What follows belongs to an exercise in optimizing a design on an open flow for small area, a short achievable clock period and few clock cycles per item; a production flow would make more cautious choices.
Function was checked by simulation only, so behaviour that the tests miss may differ from the original.

==> flow/design.v (outline; a module is shown in full before it is edited, if it fits) <==
// module tns_enc_s0: 295 lines
// module tns_enc_s1: 277 lines
// module tns_enc_s2: 220 lines
// module tns_enc_s3: 139 lines
// module tns_link_top: 159 lines
module tns_link_top (
    input  logic        clock,
    input  logic        rst_n,
    input  logic        in_valid,
    input  logic [23:0] in_data,
    input  logic        out_credit,
    output logic        in_credit,
    output logic        out_valid,
    output logic [27:0] out_code,
    output logic [23:0] out_data
);
  // ...
==> flow/flow/run.sh <==
#!/bin/bash
# The standard layout, with port buffers of a plain buffer cell.
set -euo pipefail
export BUFFER_PORTS_ARGS="-buffer_cell sky130_fd_sc_hd__buf_2"
bash standard.sh finish > standard_flow.log 2>&1
==> flow/standard.sh <==
#!/bin/bash
# synth_recipe.tcl (not shown) runs the flow's synth.tcl, then flattens the netlist and writes it again
# the make line also repeats each setting of config.mk as NAME=value (left out here)
make -C /OpenROAD-flow-scripts/flow DESIGN_CONFIG=/design/flow/config.mk WORK_HOME=/design/flow/orfs CLKGATE_MAP_FILE= SYNTH_SCRIPT=/design/flow/synth_recipe.tcl "${@:-finish}"
==> flow/config.mk <==
export PLATFORM = sky130hd
export DESIGN_NAME = tns_link_top
export DESIGN_NICKNAME = tns_link_top
export VERILOG_FILES = /design/flow/design.v
export SDC_FILE = /design/flow/constraint.sdc
export NUM_CORES = 4
export LEC_CHECK = 0
export ABC_AREA = 1
export CAP_MARGIN = 20
export CORE_MARGIN = 2
export CORE_UTILIZATION = 40
export SLEW_MARGIN = 20
==> flow/constraint.sdc <==
create_clock -name core_clock -period 45.0 [get_ports {clock}]
set_input_delay 9.0000 -clock core_clock [delete_from_list [all_inputs] [get_ports {clock}]]
set_output_delay 9.0000 -clock core_clock [all_outputs]
set_load 0.01 [all_outputs]
==> reports/summary.txt, run 1 <==
Status - finished clean
R2R Path End - r2[2]
Antenna viol nets, final - 0
Post-CTS Resized - 0
Async SR Flop Fraction - 0.0980
RR Startpoint - r1[3]
Placed cell count - 2314
Max FO, Critical Path - 3
CLK BUF - 34
Max layer used - met4
Critical Path Sink - out_valid
ANT cells - 0
Non-clk bufs - 84
Hold Crit Start - d3[4]
Mux share of post-synthesis cell area - 0
Post-Place Setup Slack - 35.00 ns
IO Count - 82
I/O Buffers - 81
Nonclk inv count - 266
Final core occ - 0.453
Post-CTS Setup Repair Bufs - 0
Cts bufs inserted - 27
Initial Util - 0.405
Setup TNS - 0 ns
Ys flop type - edfxtp_1
Syn_nets - 1845
Synth Warn # - 1
Met3 usage - 0.0206
Die Y-Extent - 196 um
Testbench counts, summed over its fixed seeds: cycles 5,546, words 4,800.
==> run 2, diff against run 1 <==
==> flow/run.sh (new file) <==
#!/bin/bash
# synth_recipe.tcl (not shown) runs the flow's synth.tcl, then flattens the netlist and writes it again
# the make line also repeats each setting of config.mk as NAME=value (left out here)
make -C /OpenROAD-flow-scripts/flow DESIGN_CONFIG=/design/flow/config.mk WORK_HOME=/design/flow/orfs CLKGATE_MAP_FILE= SYNTH_SCRIPT=/design/flow/synth_recipe.tcl finish
removed: flow/flow/run.sh
removed: flow/standard.sh
==> reports/summary.txt, run 2 <==
Status - finished clean (unchanged)
Mapped Area - 14800 um^2 (unchanged)
Final Hold Vio Count - 0 (unchanged)
Final Max Slew Viols - 0 (unchanged)
Area leader, netlist - edfxtp_1 (unchanged)
Reg2Reg Depth - 65 (unchanged)
Most common cell after layout, fill and taps aside - nand2_1 (unchanged)
Die Wd - 196 um (unchanged)
Final Skew - 0.0179 ns (was 0.0158 ns)
Vias in the first global route - 10700 (was 10400)
Critical path buffers and inverters - 1 (unchanged)
ANT cells - 0 (unchanged)
# DRC - 0 (unchanged)
Vias - 11300 (was 11200)
Setup TNS - 0 ns (unchanged)
CORE AREA - 36500 um^2 (unchanged)
CTS clock-pin slew for the worst setup and hold paths - 0.06 ns (about the same)
Worst path slowest cell - clkdlybuf4s50_1 (was dfrtp_1)
Sequential share of the synthesized area - 0.490 (unchanged)
Final std cells w/o fill - 2368 (was 2362)
Setup ws final - 34.48 ns (was 34.88 ns)
Total Die Area - 38500 um^2 (unchanged)
RR Startpoint - r1[3] (unchanged)
RSZ-0062 raised after global routing - false (unchanged)
Standard-cell rows - 70 (unchanged)
Initial Util - 0.405 (unchanged)
Max FO, Critical Path - 3 (unchanged)
Global-route wire length before repair - 49900 um (was 48500 um)
First-pass detailed-route iteration total - 5 (unchanged)
Initial DRC Count - 571 (was 551)
Ys flop type - edfxtp_1 (unchanged)
R2R Path End - r2[2] (unchanged)
Cts bufs inserted - 28 (was 27)
Critical path class - flip-flop to primary output (unchanged)
Hold Buf Count CTS - 0 (unchanged)
Worst path cell trace - clkdlybuf4s50_1 (was buf_2)
Initial antenna violation count - 0 (unchanged)
Post-layout instance area - 17000 um^2 (was 16500 um^2)
Max-Cap Viols - 0 (unchanged)
Delay-heaviest family, CP - buffers and inverters (was flip-flops)
Crit end category - primary output (unchanged)
Post-synth cell types - 51 (unchanged)
Overflow after GRT - 0 (unchanged)
Total GRT Usage - 0.157 (was 0.153)
Antenna viol nets, final - 0 (unchanged)
Count leader, synth - nand2_1 (unchanged)
Critical Path Sink - out_valid (unchanged)
Met1 wire length - 13700 um (was 13400 um)
HPWL Detailed - 22400 um (was 21900 um)
Yosys reg bits - 245 (unchanged)
Slew @ Worst Pin - 0.739 ns (was 0.806 ns)
H-tree depth - 1 (unchanged)
Critical path arrival - 1.52 ns (was 1.12 ns)
Met2 WL - 14100 um (was 13500 um)
Hold Crit Class - flip-flop to flip-flop (unchanged)
Area delta synth->final - 15.2% (was 11.9%)
Post-CTS Resized - 0 (unchanged)
Top reg by flops - cq4 (unchanged)
CP Data Required Time - 36.00 ns (about the same)
Largest register FFs - 26 (unchanged)
Max layer used - met4 (unchanged)
Post-CTS Setup Repair Bufs - 0 (unchanged)
# clock sinks - 245 (unchanged)
EDFF count, synth - 221 (unchanged)
Final core occ - 0.466 (was 0.453)
Post-Syn Area per Cell - 8.31 um^2 (unchanged)
Worst setup path start - ov (unchanged)
Root Driver - clkbuf_16 (unchanged)
Fillcell total - 3498 (unchanged)
Syn Inst Count - 1780 (unchanged)
Placed cell count - 2316 (was 2314)
CTS Buffer Depth - 3 (unchanged)
# setup viols final - 0 (unchanged)
Most frequent cells in the layout - nand2_1, inv_1, edfxtp_1 (unchanged)
Post-Place Setup Slack - 34.92 ns (was 35.00 ns)
Drt via density - 4.78 (was 4.75)
Detailed-route wire length - 29400 um (was 28700 um)
CP Launch Type - flip-flop (unchanged)
Relative slew slack - 0.507 (was 0.457)
Gpl congestion - 0.829 (was 0.815)
Fin crit share - 0.234 (was 0.225)
Crit. path cell count - 1 (unchanged)
Layout cells sized above 1 - 0.0779 (was 0.118)
Die Y-Extent - 196 um (unchanged)
I/O Buffers - 81 (unchanged)
Largest net degree at the start of global routing - 54 (unchanged)
Synth top area share - 0.449 (unchanged)
Top cells by area, synth - edfxtp_1, nand2_1, inv_1, xor2_1, nand3_1 (unchanged)
Async SR Flop Fraction - 0.0980 (unchanged)
Clock latency (worst-skew pair) - 0.56 ns (was 0.55 ns)
Reg2reg setup slack - 34.98 ns (was 34.90 ns)
Top cells by count, synth - nand2_1, inv_1, edfxtp_1, nand3_1, nor2_1 (unchanged)
WL/cell - 12.4 um (was 12.1 um)
Final worst path period need - 10.52 ns (was 10.12 ns)
Met3 wire len - 986 um (was 966 um)
Post-DP Area - 16100 um^2 (was 15700 um^2)
IO Count - 82 (unchanged)
Max incr delay on CP - 0.57 ns (was 0.41 ns)
Max Clock Freq - 0.0951 GHz (was 0.0988 GHz)
Syn_nets - 1845 (unchanged)
Synth Warn # - 1 (unchanged)
Nets - 1943 (was 1940)
TritonCTS clock tree - done (unchanged)
==> run 2: cell counts after synthesis <==
No cell type changed its count.
==> run 2: stage by stage <==
stage	hold WS (ns)
after floorplan	0.400
after global placement	0.401
after detailed placement	0.405
after CTS	0.415
after global routing	0.419
final	0.412
==> run 2: worst reg2reg max path, delay by kind of cell (launching register included) <==
family | cells | cell delay [ns]
AOI/OAI and AO/OA | 3 | 0.68
DFF | 1 | 0.43
buffers and inverters | 1 | 0.09
xor gates and xnor gates | 3 | 0.60
and+or+nand+nor | 53 | 6.33
adders and majority gates | 5 | 1.64
==> run 2: logic make-up after synthesis <==
logic type,after synthesis,synth area share
simple gates,1009,0.299
buf+inv,284,0.0784
flops,245,0.490
xor+xnor,106,0.0638
compound gates,99,0.0381
fa+ha+maj,37,0.0313
==> run 2: worst min-delay path by stage <==
stage / startpoint / to / slack [ns] / cells after the start
2_1_floorplan: cq1[24] / cq2[24] / 0.40 / 0
3_3_place_gp: d2[21] / d3[21] / 0.40 / 0
3_5_place_dp: cq3[15] / cq4[15] / 0.40 / 0
4_1_cts: cq3[16] / cq4[16] / 0.42 / 0
5_1_grt: cq3[16] / cq4[16] / 0.42 / 0
6_report: cq3[16] / cq4[16] / 0.41 / 0
==> run 2: routing by layer <==
| metal | GRT usage | vias up |
|---|---|---|
| met4 | 0.0435 | 0 |
| met5 | 0 | - |
| met3 | 0.0215 | 47 |
| met1 | 0.204 | 5182 |
| li1 | - | 5921 |
| met2 | 0.275 | 174 |
==> run 2: cell type report <==
class / instances / area [um^2] / share of cell area
flip-flops and latches: 245 / 7240 / 0.425
multi-input cells: 1251 / 6410 / 0.376
inverters: 266 / 1000 / 0.0589
repair buffers: 86 / 848 / 0.0498
clock buffers: 33 / 741 / 0.0435
well taps: 468 / 586 / 0.0344
clock inverters: 19 / 210 / 0.0123
==> run 3, diff against run 2 <==
--- a/flow/config.mk
+++ b/flow/config.mk
@@ -11,2 +11,4 @@
 export CORE_UTILIZATION = 40
+export CTS_BUF_LIST = sky130_fd_sc_hd__clkbuf_4 sky130_fd_sc_hd__clkbuf_8
+export CTS_CLUSTER_SIZE = 40
 export SLEW_MARGIN = 20
==> reports/summary.txt, run 3 <==
Status - finished clean (unchanged)
Crit end category - primary output (unchanged)
Post-Syn Area per Cell - 8.31 um^2 (unchanged)
Critical path class - flip-flop to primary output (unchanged)
Total GRT Usage - 0.159 (was 0.157)
Ys flop type - edfxtp_1 (unchanged)
Max incr delay on CP - 0.57 ns (about the same)
Fin crit share - 0.235 (was 0.234)
Setup TNS - 0 ns (unchanged)
Final worst path period need - 10.56 ns (was 10.52 ns)
CORE AREA - 36500 um^2 (unchanged)
Vias - 11400 (was 11300)
Initial Util - 0.405 (unchanged)
Syn Inst Count - 1780 (unchanged)
HPWL Detailed - 22400 um (unchanged)
Antenna viol nets, final - 0 (unchanged)
Multi-input gate area - 6410 um^2 (unchanged)
Area delta synth->final - 14.2% (was 15.2%)
Final Hold Vio Count - 0 (unchanged)
Fillcell total - 3526 (was 3498)
First-pass detailed-route iteration total - 5 (unchanged)
CP Launch Type - flip-flop (unchanged)
CTS Buffer Depth - 3 (unchanged)
Post-Place Setup Slack - 34.92 ns (unchanged)
Post-CTS Resized - 0 (unchanged)
Standard-cell rows - 70 (unchanged)
Initial antenna violation count - 0 (unchanged)
Critical path buffers and inverters - 1 (unchanged)
Max-Cap Viols - 0 (unchanged)
Worst path cell trace - clkdlybuf4s50_1 (unchanged)
Initial DRC Count - 496 (was 571)
CTS clock-pin slew for the worst setup and hold paths - 0.06 ns (about the same)
EDFF count, synth - 221 (unchanged)
FF+latch area - 7240 um^2 (unchanged)
Cts bufs inserted - 41 (was 28)
CP Data Required Time - 36.00 ns (about the same)
# setup viols final - 0 (unchanged)
Most frequent cells in the layout - nand2_1, inv_1, edfxtp_1 (unchanged)
Die Wd - 196 um (unchanged)
# DRC - 0 (unchanged)
Synth Warn # - 1 (unchanged)
WL/cell - 12.4 um (about the same)
TritonCTS clock tree - done (unchanged)
RSZ-0062 raised after global routing - false (unchanged)
Final Skew - 0.0297 ns (was 0.0179 ns)
Max FO, Critical Path - 3 (unchanged)
Slew @ Worst Pin - 0.753 ns (was 0.739 ns)
Critical path arrival - 1.56 ns (was 1.52 ns)
Post-synth cell types - 51 (unchanged)
Nets - 1956 (was 1943)
Worst path slowest cell - clkdlybuf4s50_1 (unchanged)
Mapped Area - 14800 um^2 (unchanged)
Relative slew slack - 0.498 (was 0.507)
Top cells by area, synth - edfxtp_1, nand2_1, inv_1, xor2_1, nand3_1 (unchanged)
Largest register FFs - 26 (unchanged)
Drt via density - 4.75 (was 4.78)
Max Clock Freq - 0.0947 GHz (was 0.0951 GHz)
Most common cell after layout, fill and taps aside - nand2_1 (unchanged)
Hold Crit Class - flip-flop to flip-flop (unchanged)
Hold Buf Count CTS - 0 (unchanged)
Setup ws final - 34.44 ns (was 34.48 ns)
Top reg by flops - cq4 (unchanged)
Vias in the first global route - 10900 (was 10700)
GRT met2 Usage - 0.275 (about the same)
Detailed-route wire length - 29600 um (was 29400 um)
Clock latency (worst-skew pair) - 0.58 ns (was 0.56 ns)
Area leader, netlist - edfxtp_1 (unchanged)
Met1 Resource Use GR - 0.202 (was 0.204)
H-tree depth - 2 (was 1)
Gpl congestion - 0.829 (unchanged)
Root Driver - clkbuf_8 (was clkbuf_16)
Die Y-Extent - 196 um (unchanged)
Overflow after GRT - 0 (unchanged)
Largest net degree at the start of global routing - 54 (unchanged)
Count leader, synth - nand2_1 (unchanged)
Top cells by count, synth - nand2_1, inv_1, edfxtp_1, nand3_1, nor2_1 (unchanged)
Layout cells sized above 1 - 0.0900 (was 0.0779)
IO Count - 82 (unchanged)
Sequential share of the synthesized area - 0.490 (unchanged)
Async SR Flop Fraction - 0.0980 (unchanged)
# clock sinks - 245 (unchanged)
Syn_nets - 1845 (unchanged)
Final Max Slew Viols - 0 (unchanged)
Yosys reg bits - 245 (unchanged)
Global-route wire length before repair - 50200 um (was 49900 um)
Most Crowded Layer GR - met2 (unchanged)
Delay-heaviest family, CP - buffers and inverters (unchanged)
Post-CTS Setup Repair Bufs - 0 (unchanged)
Met3 usage - 0.0280 (was 0.0215)
Total Die Area - 38500 um^2 (unchanged)
I/O Buffers - 81 (unchanged)
ANT cells - 0 (unchanged)
Synth top area share - 0.449 (unchanged)
==> run 3: cell families (layout without fill, tap and decap cells) <==
| logic type | count (synthesis) | count (layout) | synth area share |
|---|---|---|---|
| simple gates | 1009 | 1009 | 0.299 |
| buf+inv | 284 | 427 | 0.0784 |
| flops | 245 | 245 | 0.490 |
| compound gates | 99 | 99 | 0.0381 |
| xor+xnor | 106 | 106 | 0.0638 |
| fa+ha+maj | 37 | 37 | 0.0313 |
==> run 3: final timing paths <==
check,startpoint,cells after the start,end,slack [ns]
max,ov,1,out_valid,34.44
min in group asynchronous,rst_n,2,hq2[1],8.82
max reg2reg,r1[3],66,r2[2],35.03
min,d2[19],0,d3[19],0.41
min reg2reg,d2[19],0,d3[19],0.41
max in group asynchronous,rst_n,2,xcred[0],35.84
==> run 3: area by class of cell <==
cell class                 instances  area share
sequential                       245       0.429
clock inverter                    18     0.00696
timing repair buffer              86      0.0502
multi-input combinational       1251       0.379
inverter                         266      0.0594
clock buffer                      57      0.0405
tap                              468      0.0347
==> run 3: layer usage <==
| layer | part of all wire | vias to the layer above |
|---|---|---|
| met3 | 0.035 | 54 |
| met2 | 0.48 | 172 |
| met1 | 0.47 | 5174 |
| met5 | 0 | - |
| li1 | - | 5953 |
| met4 | 0.022 | 0 |
==> run 3: through the flow <==
stage | cells | util | hold WS [ns] | instance area, um^2
after floorplan | 1780 | - | 0.400 | 14800
after global placement | 2316 | 0.440 | 0.401 | 16100
after detailed placement | 2316 | 0.440 | 0.405 | 16100
after CTS | 2391 | 0.462 | 0.418 | 16900
after global routing | 2391 | 0.462 | 0.423 | 16900
final | 2391 | 0.462 | 0.415 | 16900
==> module tns_enc_s2, before the edit <==
module tns_enc_s2 (
    input  logic [15:0] rem_i,
    input  logic [8:0] hist,
    output logic [9:0] rem_o,
    output logic [16:10] code_o
);
    wire b16_1 = ~rem_i[0];
    wire b16_2 = ~rem_i[1] & b16_1;
    wire b16_3 = ~rem_i[2] & b16_2;
    wire b16_4 = ~rem_i[3] | b16_3;
    wire b16_5 = ~rem_i[4] | b16_4;
    wire b16_6 = ~rem_i[5] | b16_5;
    wire b16_7 = ~rem_i[6] & b16_6;
    wire b16_8 = ~rem_i[7] & b16_7;
    wire b16_9 = ~rem_i[8] & b16_8;
    wire b16_10 = ~rem_i[9] & b16_9;
    wire b16_11 = ~rem_i[10] | b16_10;
    wire b16_12 = ~rem_i[11] | b16_11;
    wire b16_13 = ~rem_i[12] & b16_12;
    wire b16_14 = ~rem_i[13] & b16_13;
    wire b16_15 = ~rem_i[14] | b16_14;
    wire b16_16 = ~rem_i[15] & b16_15;
    wire ge16 = ~b16_16;
    assign code_o[16] = ge16;
    wire [14:0] r16;
    assign r16[0] = rem_i[0] ^ code_o[16];
    assign r16[1] = rem_i[1] ^ (code_o[16] & (b16_1));
    assign r16[2] = rem_i[2] ^ (code_o[16] & (b16_2));
    assign r16[3] = rem_i[3] ^ (code_o[16] & (~b16_3));
    assign r16[4] = rem_i[4] ^ (code_o[16] & (~b16_4));
    assign r16[5] = rem_i[5] ^ (code_o[16] & (~b16_5));
    assign r16[6] = rem_i[6] ^ (code_o[16] & (b16_6));
    assign r16[7] = rem_i[7] ^ (code_o[16] & (b16_7));
    assign r16[8] = rem_i[8] ^ (code_o[16] & (b16_8));
    assign r16[9] = rem_i[9] ^ (code_o[16] & (b16_9));
    assign r16[10] = rem_i[10] ^ (code_o[16] & (~b16_10));
    assign r16[11] = rem_i[11] ^ (code_o[16] & (~b16_11));
    assign r16[12] = rem_i[12] ^ (code_o[16] & (b16_12));
    assign r16[13] = rem_i[13] ^ (code_o[16] & (b16_13));
    assign r16[14] = rem_i[14] ^ (code_o[16] & (~b16_14));
    wire b15_1 = ~r16[0];
    wire b15_2 = ~r16[1] & b15_1;
    wire b15_3 = ~r16[2] & b15_2;
    wire b15_4 = ~r16[3] & b15_3;
    wire b15_5 = ~r16[4] | b15_4;
    wire b15_6 = ~r16[5] | b15_5;
    wire b15_7 = ~r16[6] | b15_6;
    wire b15_8 = ~r16[7] & b15_7;
    wire b15_9 = ~r16[8] | b15_8;
    wire b15_10 = ~r16[9] & b15_9;
    wire b15_11 = ~r16[10] & b15_10;
    wire b15_12 = ~r16[11] | b15_11;
    wire b15_13 = ~r16[12] & b15_12;
    wire b15_14 = ~r16[13] | b15_13;
    wire b15_15 = ~r16[14] & b15_14;
    wire ge15 = ~b15_15;
    assign code_o[15] = ge15;
    wire [13:0] r15;
    assign r15[0] = r16[0] ^ code_o[15];
    assign r15[1] = r16[1] ^ (code_o[15] & (b15_1));
    assign r15[2] = r16[2] ^ (code_o[15] & (b15_2));
    assign r15[3] = r16[3] ^ (code_o[15] & (b15_3));
    assign r15[4] = r16[4] ^ (code_o[15] & (~b15_4));
    assign r15[5] = r16[5] ^ (code_o[15] & (~b15_5));
    assign r15[6] = r16[6] ^ (code_o[15] & (~b15_6));
    assign r15[7] = r16[7] ^ (code_o[15] & (b15_7));
    assign r15[8] = r16[8] ^ (code_o[15] & (~b15_8));
    assign r15[9] = r16[9] ^ (code_o[15] & (b15_9));
    assign r15[10] = r16[10] ^ (code_o[15] & (b15_10));
    assign r15[11] = r16[11] ^ (code_o[15] & (~b15_11));
    assign r15[12] = r16[12] ^ (code_o[15] & (b15_12));
    assign r15[13] = r16[13] ^ (code_o[15] & (~b15_13));
    wire b14_4 = ~r15[3];
    wire b14_5 = ~r15[4] & b14_4;
    wire b14_6 = ~r15[5] & b14_5;
    wire b14_7 = ~r15[6] & b14_6;
    wire b14_8 = ~r15[7] | b14_7;
    wire b14_9 = ~r15[8] & b14_8;
    wire b14_10 = ~r15[9] | b14_9;
    wire b14_11 = ~r15[10] | b14_10;
    wire b14_12 = ~r15[11] & b14_11;
    wire b14_13 = ~r15[12] | b14_12;
    wire b14_14 = ~r15[13] & b14_13;
    wire ge14 = ~b14_14;
    wire a14_g1 = r15[0] | 1'b1;
    wire a14_g2 = r15[1] | a14_g1;
    wire a14_g3 = r15[2] | a14_g2;
    wire a14_g4 = r15[3] & a14_g3;
    wire a14_g5 = r15[4] & a14_g4;
    wire a14_g6 = r15[5] | a14_g5;
    wire a14_g7 = r15[6] & a14_g6;
    wire a14_g8 = r15[7] & a14_g7;
    wire a14_g9 = r15[8] | a14_g8;
    wire a14_g10 = r15[9] & a14_g9;
    wire a14_g11 = r15[10] | a14_g10;
    wire a14_g12 = r15[11] & a14_g11;
    wire a14_g13 = r15[12] & a14_g12;
    wire a14_g14 = r15[13] | a14_g13;
    assign code_o[14] = ge14 & (hist[4] | a14_g14);
    wire [12:0] r14;
    assign r14[0] = r15[0];
    assign r14[1] = r15[1];
    assign r14[2] = r15[2];
    assign r14[3] = r15[3] ^ code_o[14];
    assign r14[4] = r15[4] ^ (code_o[14] & (b14_4));
    assign r14[5] = r15[5] ^ (code_o[14] & (b14_5));
    assign r14[6] = r15[6] ^ (code_o[14] & (b14_6));
    assign r14[7] = r15[7] ^ (code_o[14] & (~b14_7));
    assign r14[8] = r15[8] ^ (code_o[14] & (b14_8));
    assign r14[9] = r15[9] ^ (code_o[14] & (~b14_9));
    assign r14[10] = r15[10] ^ (code_o[14] & (~b14_10));
    assign r14[11] = r15[11] ^ (code_o[14] & (b14_11));
    assign r14[12] = r15[12] ^ (code_o[14] & (~b14_12));
    wire b13_7 = ~r14[6];
    wire b13_8 = ~r14[7] & b13_7;
    wire b13_9 = ~r14[8] & b13_8;
    wire b13_10 = ~r14[9] & b13_9;
    wire b13_11 = ~r14[10] | b13_10;
    wire b13_12 = ~r14[11] | b13_11;
    wire b13_13 = ~r14[12] & b13_12;
    wire ge13 = ~b13_13;
    assign code_o[13] = ge13;
    wire [11:0] r13;
    assign r13[0] = r14[0];
    assign r13[1] = r14[1];
    assign r13[2] = r14[2];
    assign r13[3] = r14[3];
    assign r13[4] = r14[4];
    assign r13[5] = r14[5];
    assign r13[6] = r14[6] ^ code_o[13];
    assign r13[7] = r14[7] ^ (code_o[13] & (b13_7));
    assign r13[8] = r14[8] ^ (code_o[13] & (b13_8));
    assign r13[9] = r14[9] ^ (code_o[13] & (b13_9));
    assign r13[10] = r14[10] ^ (code_o[13] & (~b13_10));
    assign r13[11] = r14[11] ^ (code_o[13] & (~b13_11));
    wire b12_1 = ~r13[0];
    wire b12_2 = ~r13[1] & b12_1;
    wire b12_3 = ~r13[2] & b12_2;
    wire b12_4 = ~r13[3] | b12_3;
    wire b12_5 = ~r13[4] & b12_4;
    wire b12_6 = ~r13[5] | b12_5;
    wire b12_7 = ~r13[6] & b12_6;
    wire b12_8 = ~r13[7] | b12_7;
    wire b12_9 = ~r13[8] & b12_8;
    wire b12_10 = ~r13[9] | b12_9;
    wire b12_11 = ~r13[10] | b12_10;
    wire b12_12 = ~r13[11] & b12_11;
    wire ge12 = ~b12_12;
    assign code_o[12] = ge12;
    wire [10:0] r12;
    assign r12[0] = r13[0] ^ code_o[12];
    assign r12[1] = r13[1] ^ (code_o[12] & (b12_1));
    assign r12[2] = r13[2] ^ (code_o[12] & (b12_2));
    assign r12[3] = r13[3] ^ (code_o[12] & (~b12_3));
    assign r12[4] = r13[4] ^ (code_o[12] & (b12_4));
    assign r12[5] = r13[5] ^ (code_o[12] & (~b12_5));
    assign r12[6] = r13[6] ^ (code_o[12] & (b12_6));
    assign r12[7] = r13[7] ^ (code_o[12] & (~b12_7));
    assign r12[8] = r13[8] ^ (code_o[12] & (b12_8));
    assign r12[9] = r13[9] ^ (code_o[12] & (~b12_9));
    assign r12[10] = r13[10] ^ (code_o[12] & (~b12_10));
    wire b11_1 = ~r12[0];
    wire b11_2 = ~r12[1] | b11_1;
    wire b11_3 = ~r12[2] | b11_2;
    wire b11_4 = ~r12[3] | b11_3;
    wire b11_5 = ~r12[4] | b11_4;
    wire b11_6 = ~r12[5] & b11_5;
    wire b11_7 = ~r12[6] & b11_6;
    wire b11_8 = ~r12[7] | b11_7;
    wire b11_9 = ~r12[8] | b11_8;
    wire b11_10 = ~r12[9] | b11_9;
    wire b11_11 = ~r12[10] & b11_10;
    wire ge11 = ~b11_11;
    wire a11_g1 = r12[0] | 1'b1;
    wire a11_g2 = r12[1] | a11_g1;
    wire a11_g3 = r12[2] | a11_g2;
    wire a11_g4 = r12[3] | a11_g3;
    wire a11_g5 = r12[4] & a11_g4;
    wire a11_g6 = r12[5] | a11_g5;
    wire a11_g7 = r12[6] & a11_g6;
    wire a11_g8 = r12[7] | a11_g7;
    wire a11_g9 = r12[8] | a11_g8;
    wire a11_g10 = r12[9] | a11_g9;
    wire a11_g11 = r12[10] & a11_g10;
    assign code_o[11] = ge11 & (hist[3] | a11_g11);
    wire [10:0] r11;
    assign r11[0] = r12[0] ^ code_o[11];
    assign r11[1] = r12[1] ^ (code_o[11] & (~b11_1));
    assign r11[2] = r12[2] ^ (code_o[11] & (~b11_2));
    assign r11[3] = r12[3] ^ (code_o[11] & (~b11_3));
    assign r11[4] = r12[4] ^ (code_o[11] & (~b11_4));
    assign r11[5] = r12[5] ^ (code_o[11] & (b11_5));
    assign r11[6] = r12[6] ^ (code_o[11] & (b11_6));
    assign r11[7] = r12[7] ^ (code_o[11] & (~b11_7));
    assign r11[8] = r12[8] ^ (code_o[11] & (~b11_8));
    assign r11[9] = r12[9] ^ (code_o[11] & (~b11_9));
    assign r11[10] = r12[10] ^ (code_o[11] & (b11_10));
    wire b10_4 = ~r11[3];
    wire b10_5 = ~r11[4] | b10_4;
    wire b10_6 = ~r11[5] | b10_5;
    wire b10_7 = ~r11[6] | b10_6;
    wire b10_8 = ~r11[7] | b10_7;
    wire b10_9 = ~r11[8] | b10_8;
    wire b10_10 = ~r11[9] & b10_9;
    wire b10_11 = ~r11[10] & b10_10;
    wire ge10 = ~b10_11;
    assign code_o[10] = ge10;
    wire [9:0] r10;
    assign r10[0] = r11[0];
    assign r10[1] = r11[1];
    assign r10[2] = r11[2];
    assign r10[3] = r11[3] ^ code_o[10];
    assign r10[4] = r11[4] ^ (code_o[10] & (~b10_4));
    assign r10[5] = r11[5] ^ (code_o[10] & (~b10_5));
    assign r10[6] = r11[6] ^ (code_o[10] & (~b10_6));
    assign r10[7] = r11[7] ^ (code_o[10] & (~b10_7));
    assign r10[8] = r11[8] ^ (code_o[10] & (~b10_8));
    assign r10[9] = r11[9] ^ (code_o[10] & (b10_9));
    assign rem_o = r10;
endmodule
==> module tns_enc_s3, before the edit <==
module tns_enc_s3 (
    input  logic [9:0] rem_i,
    input  logic [8:0] hist,
    output logic [9:0] code_o
);
    wire b9_2 = ~rem_i[1];
    wire b9_3 = ~rem_i[2] & b9_2;
    wire b9_4 = ~rem_i[3] & b9_3;
    wire b9_5 = ~rem_i[4] | b9_4;
    wire b9_6 = ~rem_i[5] & b9_5;
    wire b9_7 = ~rem_i[6] & b9_6;
    wire b9_8 = ~rem_i[7] & b9_7;
    wire b9_9 = ~rem_i[8] | b9_8;
    wire b9_10 = ~rem_i[9] & b9_9;
    wire ge9 = ~b9_10;
    assign code_o[9] = ge9;
    wire [8:0] r9;
    assign r9[0] = rem_i[0];
    assign r9[1] = rem_i[1] ^ code_o[9];
    assign r9[2] = rem_i[2] ^ (code_o[9] & (b9_2));
    assign r9[3] = rem_i[3] ^ (code_o[9] & (b9_3));
    assign r9[4] = rem_i[4] ^ (code_o[9] & (~b9_4));
    assign r9[5] = rem_i[5] ^ (code_o[9] & (b9_5));
    assign r9[6] = rem_i[6] ^ (code_o[9] & (b9_6));
    assign r9[7] = rem_i[7] ^ (code_o[9] & (b9_7));
    assign r9[8] = rem_i[8] ^ (code_o[9] & (~b9_8));
    wire b8_1 = ~r9[0];
    wire b8_2 = ~r9[1] & b8_1;
    wire b8_3 = ~r9[2] | b8_2;
    wire b8_4 = ~r9[3] & b8_3;
    wire b8_5 = ~r9[4] | b8_4;
    wire b8_6 = ~r9[5] & b8_5;
    wire b8_7 = ~r9[6] & b8_6;
    wire b8_8 = ~r9[7] | b8_7;
    wire b8_9 = ~r9[8] & b8_8;
    wire ge8 = ~b8_9;
    wire a8_g1 = r9[0] & 1'b1;
    wire a8_g2 = r9[1] | a8_g1;
    wire a8_g3 = r9[2] | a8_g2;
    wire a8_g4 = r9[3] | a8_g3;
    wire a8_g5 = r9[4] & a8_g4;
    wire a8_g6 = r9[5] & a8_g5;
    wire a8_g7 = r9[6] | a8_g6;
    wire a8_g8 = r9[7] & a8_g7;
    wire a8_g9 = r9[8] | a8_g8;
    assign code_o[8] = ge8 & (hist[2] | a8_g9);
    wire [7:0] r8;
    assign r8[0] = r9[0] ^ code_o[8];
    assign r8[1] = r9[1] ^ (code_o[8] & (b8_1));
    assign r8[2] = r9[2] ^ (code_o[8] & (~b8_2));
    assign r8[3] = r9[3] ^ (code_o[8] & (b8_3));
    assign r8[4] = r9[4] ^ (code_o[8] & (~b8_4));
    assign r8[5] = r9[5] ^ (code_o[8] & (b8_5));
    assign r8[6] = r9[6] ^ (code_o[8] & (b8_6));
    assign r8[7] = r9[7] ^ (code_o[8] & (~b8_7));
    wire b7_1 = ~r8[0];
    wire b7_2 = ~r8[1] & b7_1;
    wire b7_3 = ~r8[2] & b7_2;
    wire b7_4 = ~r8[3] & b7_3;
    wire b7_5 = ~r8[4] | b7_4;
    wire b7_6 = ~r8[5] & b7_5;
    wire b7_7 = ~r8[6] | b7_6;
    wire b7_8 = ~r8[7] & b7_7;
    wire ge7 = ~b7_8;
    assign code_o[7] = ge7;
    wire [6:0] r7;
    assign r7[0] = r8[0] ^ code_o[7];
    assign r7[1] = r8[1] ^ (code_o[7] & (b7_1));
    assign r7[2] = r8[2] ^ (code_o[7] & (b7_2));
    assign r7[3] = r8[3] ^ (code_o[7] & (b7_3));
    assign r7[4] = r8[4] ^ (code_o[7] & (~b7_4));
    assign r7[5] = r8[5] ^ (code_o[7] & (b7_5));
    assign r7[6] = r8[6] ^ (code_o[7] & (~b7_6));
    wire b6_3 = ~r7[2];
    wire b6_4 = ~r7[3] | b6_3;
    wire b6_5 = ~r7[4] & b6_4;
    wire b6_6 = ~r7[5] | b6_5;
    wire b6_7 = ~r7[6] & b6_6;
    wire ge6 = ~b6_7;
    assign code_o[6] = ge6;
    wire [5:0] r6;
    assign r6[0] = r7[0];
    assign r6[1] = r7[1];
    assign r6[2] = r7[2] ^ code_o[6];
    assign r6[3] = r7[3] ^ (code_o[6] & (~b6_3));
    assign r6[4] = r7[4] ^ (code_o[6] & (b6_4));
    assign r6[5] = r7[5] ^ (code_o[6] & (~b6_5));
    wire b5_4 = ~r6[3];
    wire b5_5 = ~r6[4] | b5_4;
    wire b5_6 = ~r6[5] & b5_5;
    wire ge5 = ~b5_6;
    wire a5_g1 = r6[0] | 1'b1;
    wire a5_g2 = r6[1] | a5_g1;
    wire a5_g3 = r6[2] & a5_g2;
    wire a5_g4 = r6[3] & a5_g3;
    wire a5_g5 = r6[4] & a5_g4;
    wire a5_g6 = r6[5] | a5_g5;
    assign code_o[5] = ge5 & (hist[1] | a5_g6);
    wire [4:0] r5;
    assign r5[0] = r6[0];
    assign r5[1] = r6[1];
    assign r5[2] = r6[2];
    assign r5[3] = r6[3] ^ code_o[5];
    assign r5[4] = r6[4] ^ (code_o[5] & (~b5_4));
    wire b4_1 = ~r5[0];
    wire b4_2 = ~r5[1] & b4_1;
    wire b4_3 = ~r5[2] | b4_2;
    wire b4_4 = ~r5[3] | b4_3;
    wire b4_5 = ~r5[4] & b4_4;
    wire ge4 = ~b4_5;
    assign code_o[4] = ge4;
    wire [3:0] r4;
    assign r4[0] = r5[0] ^ code_o[4];
    assign r4[1] = r5[1] ^ (code_o[4] & (b4_1));
    assign r4[2] = r5[2] ^ (code_o[4] & (~b4_2));
    assign r4[3] = r5[3] ^ (code_o[4] & (~b4_3));
    wire b3_1 = ~r4[0];
    wire b3_2 = ~r4[1] | b3_1;
    wire b3_3 = ~r4[2] | b3_2;
    wire b3_4 = ~r4[3] & b3_3;
    wire ge3 = ~b3_4;
    assign code_o[3] = ge3;
    wire [2:0] r3;
    assign r3[0] = r4[0] ^ code_o[3];
    assign r3[1] = r4[1] ^ (code_o[3] & (~b3_1));
    assign r3[2] = r4[2] ^ (code_o[3] & (~b3_2));
    wire b2_3 = ~r3[2];
    wire ge2 = ~b2_3;
    assign code_o[2] = ge2;
    wire [1:0] r2;
    assign r2[0] = r3[0];
    assign r2[1] = r3[1];
    wire b1_2 = ~r2[1];
    wire ge1 = ~b1_2;
    assign code_o[1] = ge1;
    wire [0:0] r1;
    assign r1[0] = r2[0];
    assign code_o[0] = r1[0];
endmodule
==> module tns_link_top, before the edit <==
module tns_link_top (
    input  logic        clock,
    input  logic        rst_n,
    input  logic        in_valid,
    input  logic [23:0] in_data,
    input  logic        out_credit,
    output logic        in_credit,
    output logic        out_valid,
    output logic [27:0] out_code,
    output logic [23:0] out_data
);
    localparam int CAP = 5;   
    logic        a_v;
    logic [23:0] a_d;
    logic        v1;
    logic [23:0] d1;
    logic [20:0] r1;
    logic [27:23] c1;       
    logic [27:23] cn1;      
    logic [20:0] rn1;
    logic        v2;
    logic [23:0] d2;
    logic [15:0] r2;
    logic [27:17] c2;       
    logic [27:17] cn2;      
    logic [15:0] rn2;
    logic        v3;
    logic [23:0] d3;
    logic [9:0] r3;
    logic [27:10] c3;       
    logic [27:10] cn3;      
    logic [9:0] rn3;
    logic        v4;
    logic [23:0] d4;
    logic [27:0] c4;       
    logic [27:0] cn4;      
    logic        ov;
    logic [2:0]  ocred;    
    logic [2:0]  xcred;    
    logic [2:0]  rcred;    
    logic        ic;
    logic free4;
    assign free4 = !v4 || ov;
    logic free3;
    assign free3 = !v3 || free4;
    logic free2;
    assign free2 = !v2 || free3;
    logic free1;
    assign free1 = !v1 || free2;
    logic a_mv;
    assign a_mv = a_v && free1;
    logic mv1;
    assign mv1 = v1 && free2;
    logic mv2;
    assign mv2 = v2 && free3;
    logic mv3;
    assign mv3 = v3 && free4;
    logic [8:0] h1;
    assign h1 = {c1[26], c1[23], 1'b0, 1'b0, 1'b0, 1'b0, 1'b0, 1'b0, 1'b0};
    tns_enc_s0 u_s0 (.rem_i(a_d), .hist(h1), .rem_o(rn1), .code_o(cn1[27:23]));
    logic [8:0] h2;
    assign h2 = {c2[26], c2[23], c2[20], c2[17], 1'b0, 1'b0, 1'b0, 1'b0, 1'b0};
    tns_enc_s1 u_s1 (.rem_i(r1), .hist(h2), .rem_o(rn2), .code_o(cn2[22:17]));
    assign cn2[27:23] = c1[27:23];
    logic [8:0] h3;
    assign h3 = {c3[26], c3[23], c3[20], c3[17], c3[14], c3[11], 1'b0, 1'b0, 1'b0};
    tns_enc_s2 u_s2 (.rem_i(r2), .hist(h3), .rem_o(rn3), .code_o(cn3[16:10]));
    assign cn3[27:17] = c2[27:17];
    logic [8:0] h4;
    assign h4 = {c4[26], c4[23], c4[20], c4[17], c4[14], c4[11], c4[8], c4[5], c4[2]};
    tns_enc_s3 u_s3 (.rem_i(r3), .hist(h4), .code_o(cn4[9:0]));
    assign cn4[27:10] = c3[27:10];
    logic [2:0] ocred_k, xcred_k, rcred_k;
    logic [2:0] ocred_n, xcred_n, rcred_n;
    logic       b_next;
    assign ocred_k = ocred - {2'b0, ov};
    assign xcred_k = xcred - {2'b0, ic};
    assign rcred_k = rcred - {2'b0, ic};
    assign ocred_n = out_credit ? ocred_k + 3'd1 : ocred_k;
    assign xcred_n = out_credit ? xcred_k + 3'd1 : xcred_k;
    assign rcred_n = in_valid   ? rcred_k + 3'd1 : rcred_k;
    assign b_next = mv3 || (v4 && !ov);
    always_ff @(posedge clock or negedge rst_n) begin
        if (!rst_n) begin
            a_v   <= 1'b0;
            v1    <= 1'b0;
            v2    <= 1'b0;
            v3    <= 1'b0;
            v4    <= 1'b0;
            ov    <= 1'b0;
            ocred <= 3'd4;
            xcred <= 3'(CAP);
            rcred <= 3'd0;
            ic    <= 1'b0;
        end else begin
            a_v   <= in_valid || (a_v && !a_mv);
            v1    <= a_mv || (v1 && !mv1);
            v2    <= mv1 || (v2 && !mv2);
            v3    <= mv2 || (v3 && !mv3);
            v4    <= b_next;
            ov    <= b_next && (out_credit || (ocred_k != 3'd0));
            ocred <= ocred_n;
            xcred <= xcred_n;
            rcred <= rcred_n;
            ic    <= (out_credit || (xcred_k != 3'd0)) && (in_valid || (rcred_k != 3'd0));
        end
    end
    logic [27:23] cq1;
    logic [1:0] hq1;    
    assign c1 = {cq1[27], hq1[1], cq1[25], cq1[24], hq1[0]};
    logic [27:17] cq2;
    logic [1:0] hq2;    
    assign c2 = {cq2[27], cq2[26], cq2[25], cq2[24], cq2[23], cq2[22], cq2[21], hq2[1], cq2[19], cq2[18], hq2[0]};
    logic [27:10] cq3;
    logic [1:0] hq3;    
    assign c3 = {cq3[27], cq3[26], cq3[25], cq3[24], cq3[23], cq3[22], cq3[21], cq3[20], cq3[19], cq3[18], cq3[17], cq3[16], cq3[15], hq3[1], cq3[13], cq3[12], hq3[0], cq3[10]};
    logic [27:0] cq4;
    logic [1:0] hq4;    
    assign c4 = {cq4[27], cq4[26], cq4[25], cq4[24], cq4[23], cq4[22], cq4[21], cq4[20], cq4[19], cq4[18], cq4[17], cq4[16], cq4[15], cq4[14], cq4[13], cq4[12], cq4[11], cq4[10], cq4[9], hq4[1], cq4[7], cq4[6], hq4[0], cq4[4], cq4[3], cq4[2], cq4[1], cq4[0]};
    always_ff @(posedge clock) begin
        if (!a_v || a_mv) a_d <= in_data;
        if (a_mv) begin
            d1 <= a_d;
            r1 <= rn1;
            cq1 <= cn1;
        end
        if (mv1) begin
            d2 <= d1;
            r2 <= rn2;
            cq2 <= cn2;
        end
        if (mv2) begin
            d3 <= d2;
            r3 <= rn3;
            cq3 <= cn3;
        end
        if (mv3) begin
            d4 <= d3;
            cq4 <= cn4;
        end
    end
    always_ff @(posedge clock or negedge rst_n) begin
        if (!rst_n) begin
            hq1 <= '0;
            hq2 <= '0;
            hq3 <= '0;
            hq4 <= '0;
        end else begin
            if (a_mv) hq1 <= {cn1[26], cn1[23]};
            if (mv1) hq2 <= {cn2[20], cn2[17]};
            if (mv2) hq3 <= {cn3[14], cn3[11]};
            if (mv3) hq4 <= {cn4[8], cn4[5]};
        end
    end
    assign in_credit = ic;
    assign out_valid = ov;
    assign out_code  = c4;
    assign out_data  = d4;
endmodule
==> run 4, diff against run 3 <==
--- a/flow/design.v
+++ b/flow/design.v
@@ -610,4 +610,4 @@
     input  logic [8:0] hist,
-    output logic [9:0] rem_o,
-    output logic [16:10] code_o
+    output logic [10:0] rem_o,
+    output logic [16:11] code_o
 );
@@ -804,39 +804,39 @@
     assign r11[10] = r12[10] ^ (code_o[11] & (b11_10));
-    wire b10_4 = ~r11[3];
-    wire b10_5 = ~r11[4] | b10_4;
-    wire b10_6 = ~r11[5] | b10_5;
-    wire b10_7 = ~r11[6] | b10_6;
-    wire b10_8 = ~r11[7] | b10_7;
-    wire b10_9 = ~r11[8] | b10_8;
-    wire b10_10 = ~r11[9] & b10_9;
-    wire b10_11 = ~r11[10] & b10_10;
-    wire ge10 = ~b10_11;
-    assign code_o[10] = ge10;
-    wire [9:0] r10;
-    assign r10[0] = r11[0];
-    assign r10[1] = r11[1];
-    assign r10[2] = r11[2];
-    assign r10[3] = r11[3] ^ code_o[10];
-    assign r10[4] = r11[4] ^ (code_o[10] & (~b10_4));
-    assign r10[5] = r11[5] ^ (code_o[10] & (~b10_5));
-    assign r10[6] = r11[6] ^ (code_o[10] & (~b10_6));
-    assign r10[7] = r11[7] ^ (code_o[10] & (~b10_7));
-    assign r10[8] = r11[8] ^ (code_o[10] & (~b10_8));
-    assign r10[9] = r11[9] ^ (code_o[10] & (b10_9));
-    assign rem_o = r10;
+    assign rem_o = r11;
 endmodule
 module tns_enc_s3 (
-    input  logic [9:0] rem_i,
+    input  logic [10:0] rem_i,
     input  logic [8:0] hist,
-    output logic [9:0] code_o
+    output logic [10:0] code_o
 );
-    wire b9_2 = ~rem_i[1];
-    wire b9_3 = ~rem_i[2] & b9_2;
-    wire b9_4 = ~rem_i[3] & b9_3;
-    wire b9_5 = ~rem_i[4] | b9_4;
-    wire b9_6 = ~rem_i[5] & b9_5;
-    wire b9_7 = ~rem_i[6] & b9_6;
-    wire b9_8 = ~rem_i[7] & b9_7;
-    wire b9_9 = ~rem_i[8] | b9_8;
-    wire b9_10 = ~rem_i[9] & b9_9;
+    wire b10_4 = ~rem_i[3];
+    wire b10_5 = ~rem_i[4] | b10_4;
+    wire b10_6 = ~rem_i[5] | b10_5;
+    wire b10_7 = ~rem_i[6] | b10_6;
+    wire b10_8 = ~rem_i[7] | b10_7;
+    wire b10_9 = ~rem_i[8] | b10_8;
+    wire b10_10 = ~rem_i[9] & b10_9;
+    wire b10_11 = ~rem_i[10] & b10_10;
+    wire ge10 = ~b10_11;
+    assign code_o[10] = ge10;
+    wire [9:0] r10;
+    assign r10[0] = rem_i[0];
+    assign r10[1] = rem_i[1];
+    assign r10[2] = rem_i[2];
+    assign r10[3] = rem_i[3] ^ code_o[10];
+    assign r10[4] = rem_i[4] ^ (code_o[10] & (~b10_4));
+    assign r10[5] = rem_i[5] ^ (code_o[10] & (~b10_5));
+    assign r10[6] = rem_i[6] ^ (code_o[10] & (~b10_6));
+    assign r10[7] = rem_i[7] ^ (code_o[10] & (~b10_7));
+    assign r10[8] = rem_i[8] ^ (code_o[10] & (~b10_8));
+    assign r10[9] = rem_i[9] ^ (code_o[10] & (b10_9));
+    wire b9_2 = ~r10[1];
+    wire b9_3 = ~r10[2] & b9_2;
+    wire b9_4 = ~r10[3] & b9_3;
+    wire b9_5 = ~r10[4] | b9_4;
+    wire b9_6 = ~r10[5] & b9_5;
+    wire b9_7 = ~r10[6] & b9_6;
+    wire b9_8 = ~r10[7] & b9_7;
+    wire b9_9 = ~r10[8] | b9_8;
+    wire b9_10 = ~r10[9] & b9_9;
     wire ge9 = ~b9_10;
@@ -844,11 +844,11 @@
     wire [8:0] r9;
-    assign r9[0] = rem_i[0];
-    assign r9[1] = rem_i[1] ^ code_o[9];
-    assign r9[2] = rem_i[2] ^ (code_o[9] & (b9_2));
-    assign r9[3] = rem_i[3] ^ (code_o[9] & (b9_3));
-    assign r9[4] = rem_i[4] ^ (code_o[9] & (~b9_4));
-    assign r9[5] = rem_i[5] ^ (code_o[9] & (b9_5));
-    assign r9[6] = rem_i[6] ^ (code_o[9] & (b9_6));
-    assign r9[7] = rem_i[7] ^ (code_o[9] & (b9_7));
-    assign r9[8] = rem_i[8] ^ (code_o[9] & (~b9_8));
+    assign r9[0] = r10[0];
+    assign r9[1] = r10[1] ^ code_o[9];
+    assign r9[2] = r10[2] ^ (code_o[9] & (b9_2));
+    assign r9[3] = r10[3] ^ (code_o[9] & (b9_3));
+    assign r9[4] = r10[4] ^ (code_o[9] & (~b9_4));
+    assign r9[5] = r10[5] ^ (code_o[9] & (b9_5));
+    assign r9[6] = r10[6] ^ (code_o[9] & (b9_6));
+    assign r9[7] = r10[7] ^ (code_o[9] & (b9_7));
+    assign r9[8] = r10[8] ^ (code_o[9] & (~b9_8));
     wire b8_1 = ~r9[0];
@@ -997,6 +997,6 @@
     logic [23:0] d3;
-    logic [9:0] r3;
-    logic [27:10] c3;       
-    logic [27:10] cn3;      
-    logic [9:0] rn3;
+    logic [10:0] r3;
+    logic [27:11] c3;       
+    logic [27:11] cn3;      
+    logic [10:0] rn3;
     logic        v4;
@@ -1035,3 +1035,3 @@
     assign h3 = {c3[26], c3[23], c3[20], c3[17], c3[14], c3[11], 1'b0, 1'b0, 1'b0};
-    tns_enc_s2 u_s2 (.rem_i(r2), .hist(h3), .rem_o(rn3), .code_o(cn3[16:10]));
+    tns_enc_s2 u_s2 (.rem_i(r2), .hist(h3), .rem_o(rn3), .code_o(cn3[16:11]));
     assign cn3[27:17] = c2[27:17];
@@ -1039,4 +1039,4 @@
     assign h4 = {c4[26], c4[23], c4[20], c4[17], c4[14], c4[11], c4[8], c4[5], c4[2]};
-    tns_enc_s3 u_s3 (.rem_i(r3), .hist(h4), .code_o(cn4[9:0]));
-    assign cn4[27:10] = c3[27:10];
+    tns_enc_s3 u_s3 (.rem_i(r3), .hist(h4), .code_o(cn4[10:0]));
+    assign cn4[27:11] = c3[27:11];
     logic [2:0] ocred_k, xcred_k, rcred_k;
@@ -1082,5 +1082,5 @@
     assign c2 = {cq2[27], cq2[26], cq2[25], cq2[24], cq2[23], cq2[22], cq2[21], hq2[1], cq2[19], cq2[18], hq2[0]};
-    logic [27:10] cq3;
+    logic [27:11] cq3;
     logic [1:0] hq3;    
-    assign c3 = {cq3[27], cq3[26], cq3[25], cq3[24], cq3[23], cq3[22], cq3[21], cq3[20], cq3[19], cq3[18], cq3[17], cq3[16], cq3[15], hq3[1], cq3[13], cq3[12], hq3[0], cq3[10]};
+    assign c3 = {cq3[27], cq3[26], cq3[25], cq3[24], cq3[23], cq3[22], cq3[21], cq3[20], cq3[19], cq3[18], cq3[17], cq3[16], cq3[15], hq3[1], cq3[13], cq3[12], hq3[0]};
     logic [27:0] cq4;
==> flow/flow/run.sh (new file) <==
#!/bin/bash
# The standard layout, with port buffers of a plain buffer cell.
set -euo pipefail
export BUFFER_PORTS_ARGS="-buffer_cell sky130_fd_sc_hd__buf_1"
bash standard.sh finish > standard_flow.log 2>&1
==> flow/standard.sh (new file) <==
#!/bin/bash
# synth_recipe.tcl (not shown) runs the flow's synth.tcl, then flattens the netlist and writes it again
# the make line also repeats each setting of config.mk as NAME=value (left out here)
make -C /OpenROAD-flow-scripts/flow DESIGN_CONFIG=/design/flow/config.mk WORK_HOME=/design/flow/orfs CLKGATE_MAP_FILE= SYNTH_SCRIPT=/design/flow/synth_recipe.tcl "${@:-finish}"
--- a/flow/config.mk
+++ b/flow/config.mk
@@ -11,4 +11,2 @@
 export CORE_UTILIZATION = 40
-export CTS_BUF_LIST = sky130_fd_sc_hd__clkbuf_4 sky130_fd_sc_hd__clkbuf_8
-export CTS_CLUSTER_SIZE = 40
 export SLEW_MARGIN = 20
removed: flow/run.sh
==> reports/summary.txt, run 4 <==
Status - finished clean (unchanged)
Vias - 11000 (was 11400)
Ys flop type - edfxtp_1 (unchanged)
Synth Area in Simple Gates - 0.302 (was 0.299)
TritonCTS clock tree - done (unchanged)
Hold Crit Class - flip-flop to flip-flop (unchanged)
Final Max Slew Viols - 0 (unchanged)
CP Launch Type - flip-flop (unchanged)
EDFF count, synth - 221 (unchanged)
Cts bufs inserted - 28 (was 41)
Layout cells sized above 1 - 0.111 (was 0.0900)
Antenna viol nets, final - 0 (unchanged)
Post-CTS Setup Repair Bufs - 0 (unchanged)
WL/cell - 12.1 um (was 12.4 um)
# clock sinks - 245 (unchanged)
Yosys reg bits - 245 (unchanged)
Mapped Area - 14800 um^2 (about the same)
XOR/XNOR share of the synthesized area - 0.0658 (was 0.0638)
Gpl congestion - 0.828 (was 0.829)
CP Data Required Time - 36.00 ns (about the same)
Adder-Cell Fraction of Synth Area - 0.0312 (was 0.0313)
Vias in the first global route - 10700 (was 10900)
I/O Buffers - 81 (unchanged)
Max FO, Critical Path - 3 (unchanged)
Relative slew slack - 0.451 (was 0.498)
# setup viols final - 0 (unchanged)
CTS clock-pin slew for the worst setup and hold paths - 0.06 ns (about the same)
Die Wd - 197 um (was 196 um)
Top cells by area, synth - edfxtp_1, nand2_1, inv_1, xor2_1, nand3_1 (unchanged)
Async SR Flop Fraction - 0.0980 (unchanged)
Total Die Area - 38700 um^2 (was 38500 um^2)
Post-synthesis compound-gate area fraction - 0.0422 (was 0.0381)
Initial DRC Count - 635 (was 496)
Largest register FFs - 26 (unchanged)
Fillcell total - 3525 (was 3526)
Overflow after GRT - 0 (unchanged)
Total GRT Usage - 0.151 (was 0.159)
Post-Syn Area per Cell - 8.59 um^2 (was 8.31 um^2)
Nets - 1891 (was 1956)
Synth top area share - 0.447 (was 0.449)
Syn_nets - 1792 (was 1845)
Critical path buffers and inverters - 1 (unchanged)
Reg2reg setup slack - 35.47 ns (was 35.03 ns)
Slew @ Worst Pin - 0.821 ns (was 0.753 ns)
Multi-input gate area - 6560 um^2 (was 6410 um^2)
Max-Cap Viols - 0 (unchanged)
Worst path cell trace - buf_1 (was clkdlybuf4s50_1)
Critical path arrival - 1.14 ns (was 1.56 ns)
FF+latch area - 7240 um^2 (unchanged)
Final worst path period need - 10.14 ns (was 10.56 ns)
Most common cell after layout, fill and taps aside - nand2_1 (unchanged)
Sequential share of the synthesized area - 0.488 (was 0.490)
Critical path class - flip-flop to primary output (unchanged)
RSZ-0062 raised after global routing - false (unchanged)
First-pass detailed-route iteration total - 5 (unchanged)
Syn Inst Count - 1727 (was 1780)
CORE AREA - 36600 um^2 (was 36500 um^2)
IO Count - 82 (unchanged)
Top cells by count, synth - nand2_1, inv_1, edfxtp_1, nor2_1, nand3_1 (was nand2_1, inv_1, edfxtp_1, nand3_1, nor2_1)
Worst path slowest cell - dfrtp_1 (was clkdlybuf4s50_1)
Global-route wire length before repair - 48600 um (was 50200 um)
ANT cells - 0 (unchanged)
Most frequent cells in the layout - nand2_1, inv_1, edfxtp_1 (unchanged)
Synth Warn # - 1 (unchanged)
H-tree depth - 1 (was 2)
CTS Buffer Depth - 3 (unchanged)
Post-synth cell types - 58 (was 51)
Final Hold Vio Count - 0 (unchanged)
Initial Util - 0.405 (about the same)
Fin crit share - 0.225 (was 0.235)
# DRC - 0 (unchanged)
Clock latency (worst-skew pair) - 0.58 ns (about the same)
Largest family of logic cells by synthesized area - simple AND/OR/NAND/NOR gates (unchanged)
Post-CTS Resized - 0 (unchanged)
Delay-heaviest family, CP - flip-flops (was buffers and inverters)
Count leader, synth - nand2_1 (unchanged)
Area delta synth->final - 11.8% (was 14.2%)
Hold Buf Count CTS - 0 (unchanged)
Standard-cell rows - 70 (unchanged)
Initial antenna violation count - 0 (unchanged)
Top reg by flops - cq4 (unchanged)
Setup TNS - 0 ns (unchanged)
Max incr delay on CP - 0.35 ns (was 0.57 ns)
Drt via density - 4.74 (was 4.75)
Area leader, netlist - edfxtp_1 (unchanged)
Max Clock Freq - 0.0987 GHz (was 0.0947 GHz)
Root Driver - clkbuf_16 (was clkbuf_8)
HPWL Detailed - 21400 um (was 22400 um)
Final core occ - 0.453 (was 0.462)
Die Y-Extent - 197 um (was 196 um)
Detailed-route wire length - 28000 um (was 29600 um)
Final Skew - 0.0512 ns (was 0.0297 ns)
Largest net degree at the start of global routing - 54 (unchanged)
Mux share of post-synthesis cell area - 0 (unchanged)
Crit end category - primary output (unchanged)
-- run 4: metrics by stage --
stage / area (um^2) / hold WS (ns) / setup slack [ns] / std cells
floorplan: 14800 / 0.400 / 35.38 / 1727
global placement: 15600 / 0.400 / 35.26 / 2264
detailed placement: 15600 / 0.405 / 35.26 / 2264
CTS: 16600 / 0.408 / 34.82 / 2316
global route: 16600 / 0.413 / 34.33 / 2316
finish: 16600 / 0.407 / 34.86 / 2316
-- run 4: layout make-up --
cell class,instances,area share
clock buffers,34,0.0442
multi-input cells,1229,0.395
flip-flops and latches,245,0.436
well taps,468,0.0353
repair buffers,87,0.0210
inverters,235,0.0533
clock inverters,18,0.0146
-- run 4: cells by family (layout without fill, tap and decap cells) --
| group | after synthesis | in the layout |
|---|---|---|
| flip-flops | 245 | 245 |
| AO/OA/AOI/OAI | 105 | 105 |
| AND/OR/NAND/NOR | 979 | 979 |
| XOR/XNOR | 108 | 108 |
| buffers and inverters | 253 | 374 |
| adder cells (fa/ha/maj) | 37 | 37 |
-- run 4: worst paths after layout --
kind,start,to,depth (start not counted)
setup / recovery,hq4[1],out_code[8],1
hold reg to reg,cq3[21],cq4[21],0
hold / removal,cq3[21],cq4[21],0
min in group asynchronous,rst_n,ocred[1],2
max in group asynchronous,rst_n,hq2[0],2
setup reg to reg,r1[3],r2[2],65
-- run 4: layer usage --
metal / global-route usage / vias up / routed length [um]
li1: - / 5802 / -
met1: 0.194 / 4975 / 13000
met2: 0.268 / 162 / 13500
met3: 0.0185 / 38 / 988
met4: 0.0432 / 0 / 554
met5: 0 / - / 0
Testbench counts of run 4, summed over its fixed seeds: cycles 5,546, words 4,800.
==> run 5, diff against run 4 <==
--- a/flow/config.mk
+++ b/flow/config.mk
@@ -11,2 +11,5 @@
 export CORE_UTILIZATION = 40
+export CTS_BUF_LIST = sky130_fd_sc_hd__clkbuf_8 sky130_fd_sc_hd__clkbuf_16
+export CTS_CLUSTER_DIAMETER = 100
+export CTS_CLUSTER_SIZE = 35
 export SLEW_MARGIN = 20
==> reports/summary.txt, run 5 <==
Hold Crit Class - flip-flop to flip-flop (unchanged)
Initial Util - 0.405 (unchanged)
Overflow after GRT - 0 (unchanged)
H-tree depth - 1 (unchanged)
# setup viols final - 0 (unchanged)
I/O Buffers - 81 (unchanged)
Hold_ws - 0.411 ns (was 0.407 ns)
Final worst path period need - 10.08 ns (was 10.14 ns)
Vias in the first global route - 10500 (was 10700)
WL/cell - 12.1 um (about the same)
Final Max Slew Viols - 0 (unchanged)
Post-CTS Resized - 0 (unchanged)
HPWL Detailed - 21400 um (unchanged)
Ys flop type - edfxtp_1 (unchanged)
Delay-heaviest family, CP - flip-flops (unchanged)
CORE AREA - 36600 um^2 (unchanged)
Cts bufs inserted - 13 (was 28)
ANT cells - 0 (unchanged)
Synth Warn # - 1 (unchanged)
Worst path slowest cell - dfrtp_1 (unchanged)
Clock latency (worst-skew pair) - 0.50 ns (was 0.58 ns)
Final Skew - 0.0361 ns (was 0.0512 ns)
Mapped Area - 14800 um^2 (unchanged)
Critical path buffers and inverters - 1 (unchanged)
Synth top area share - 0.447 (unchanged)
# clock sinks - 245 (unchanged)
Antenna viol nets, final - 0 (unchanged)
Global-route wire length before repair - 47800 um (was 48600 um)
Nets - 1876 (was 1891)
Area delta synth->final - 8.30% (was 11.8%)
Drt via density - 4.77 (was 4.74)
Max incr delay on CP - 0.38 ns (was 0.35 ns)
Fin crit share - 0.224 (was 0.225)
Layout cells sized above 1 - 0.0990 (was 0.111)
Gpl congestion - 0.828 (unchanged)
Max Clock Freq - 0.0992 GHz (was 0.0987 GHz)
Hold Crit Start - d2[4] (was cq3[21])
First-pass detailed-route iteration total - 5 (unchanged)
Largest net degree at the start of global routing - 54 (unchanged)
Initial antenna violation count - 0 (unchanged)
IO Count - 82 (unchanged)
Sequential share of the synthesized area - 0.488 (unchanged)
CP Launch Type - flip-flop (unchanged)
RR Startpoint - r1[3] (unchanged)
Area leader, netlist - edfxtp_1 (unchanged)
Top cells by count, synth - nand2_1, inv_1, edfxtp_1, nor2_1, nand3_1 (unchanged)
CP Data Required Time - 36.00 ns (about the same)
Crit end category - primary output (unchanged)
Hold Buf Count CTS - 0 (unchanged)
Most frequent cells in the layout - nand2_1, inv_1, edfxtp_1 (unchanged)
Die Wd - 197 um (unchanged)
TritonCTS clock tree - done (unchanged)
CTS clock-pin slew for the worst setup and hold paths - 0.12 ns (was 0.06 ns)
Root Driver - clkbuf_16 (unchanged)
Slew @ Worst Pin - 0.825 ns (was 0.821 ns)
Most common cell after layout, fill and taps aside - nand2_1 (unchanged)
Post-CTS Setup Repair Bufs - 0 (unchanged)
Post-synth cell types - 58 (unchanged)
Total GRT Usage - 0.148 (was 0.151)
Yosys reg bits - 245 (unchanged)
Vias - 10900 (was 11000)
RSZ-0062 raised after global routing - false (unchanged)
Relative slew slack - 0.449 (was 0.451)
CTS Buffer Depth - 3 (unchanged)
Syn Inst Count - 1727 (unchanged)
Async SR Flop Fraction - 0.0980 (unchanged)
Standard-cell rows - 70 (unchanged)
Max-Cap Viols - 0 (unchanged)
Largest register FFs - 26 (unchanged)
EDFF count, synth - 221 (unchanged)
Count leader, synth - nand2_1 (unchanged)
Max FO, Critical Path - 3 (unchanged)
Die Y-Extent - 197 um (unchanged)
# DRC - 0 (unchanged)
Top reg by flops - cq4 (unchanged)
Syn_nets - 1792 (unchanged)
Critical path class - flip-flop to primary output (unchanged)
Final Hold Vio Count - 0 (unchanged)
Top cells by area, synth - edfxtp_1, nand2_1, inv_1, xor2_1, nand3_1 (unchanged)
Post-Syn Area per Cell - 8.59 um^2 (unchanged)
Initial DRC Count - 573 (was 635)
Worst path cell trace - buf_1 (unchanged)
Worst setup path start - hq4[1] (unchanged)
Detailed-route wire length - 27600 um (was 28000 um)
Setup TNS - 0 ns (unchanged)
Status - finished clean (unchanged)
Critical path arrival - 1.08 ns (was 1.14 ns)
Total Die Area - 38700 um^2 (unchanged)
[run 5: cell counts after synthesis]
No cell type changed its count.
[run 5: stage by stage]
stage	util	worst slack, ns	std cells	area, um^2
after floorplan	-	35.38	1727	14800
after global placement	0.427	35.26	2264	15600
after detailed placement	0.427	35.26	2264	15600
after CTS	0.439	34.89	2286	16100
after global routing	0.439	34.33	2286	16100
final	0.439	34.92	2286	16100
[run 5: final cells by class]
| type | instances | area (um^2) |
|---|---|---|
| clock buffers | 13 | 325 |
| clock inverters | 9 | 126 |
| fillers | 3557 | 20500 |
| inverters | 235 | 885 |
| multi-input cells | 1229 | 6560 |
| flip-flops and latches | 245 | 7240 |
| well taps | 468 | 586 |
| repair buffers | 87 | 349 |
[run 5: cell families after synthesis]
group,count (synthesis),share of synthesized area
compound gates,105,0.0422
simple gates,979,0.302
flops,245,0.488
fa+ha+maj,37,0.0312
buf+inv,253,0.0713
xor+xnor,108,0.0658
[run 5: worst paths after layout]
kind	depth (start not counted)	endpoint	slack [ns]
worst max-delay path	1	out_code[8]	34.92
worst min-delay path	0	d3[4]	0.41
worst max register to register	65	r2[2]	35.47
worst min register to register	0	d3[4]	0.41
max in group asynchronous	2	xcred[2]	36.21
min in group asynchronous	2	rcred[0]	8.48
[run 5: per-layer routing]
layer  vias up  share of wire  global-route usage
li1       5747              -                   -
met1      4982           0.47               0.192
met2       140           0.48               0.267
met3        25          0.031              0.0151
met4         0          0.016              0.0304
met5         -              0                   0

afterwards: timing with drivers on the ports:
No port has a modelled driver above. Below, the same layouts with a new extraction and two added sets of constraints.
Step 1: set_driving_cell puts a clkbuf_16 on clock and a buf_2 on each other input, an assumption about the parent block.
Step 2 also shifts input and output timing later by t, the mid clock arrival at the registers, as if the neighbouring blocks saw the same clock.
a / b / c = ideal / step 1 / step 2; a / b = the first two.
run | t, ns | setup WS [ns] | worst setup path after step 2 | worst slew at a driven data input, ns
run 1 | 0.597 | 34.880 / 34.829 / 34.901 | register to register | 0.06
run 2 | 0.599 | 34.483 / 34.431 / 34.898 | input to register | 0.05
run 3 | 0.617 | 34.445 / 34.399 / 34.878 | input to register | 0.06
run 4 | 0.605 | 34.864 / 34.814 / 35.272 | input to register | 0.06
run 5 | 0.534 | 34.920 / 34.872 / 35.285 | input to register | 0.07
After both steps every run listed still meets setup and hold.
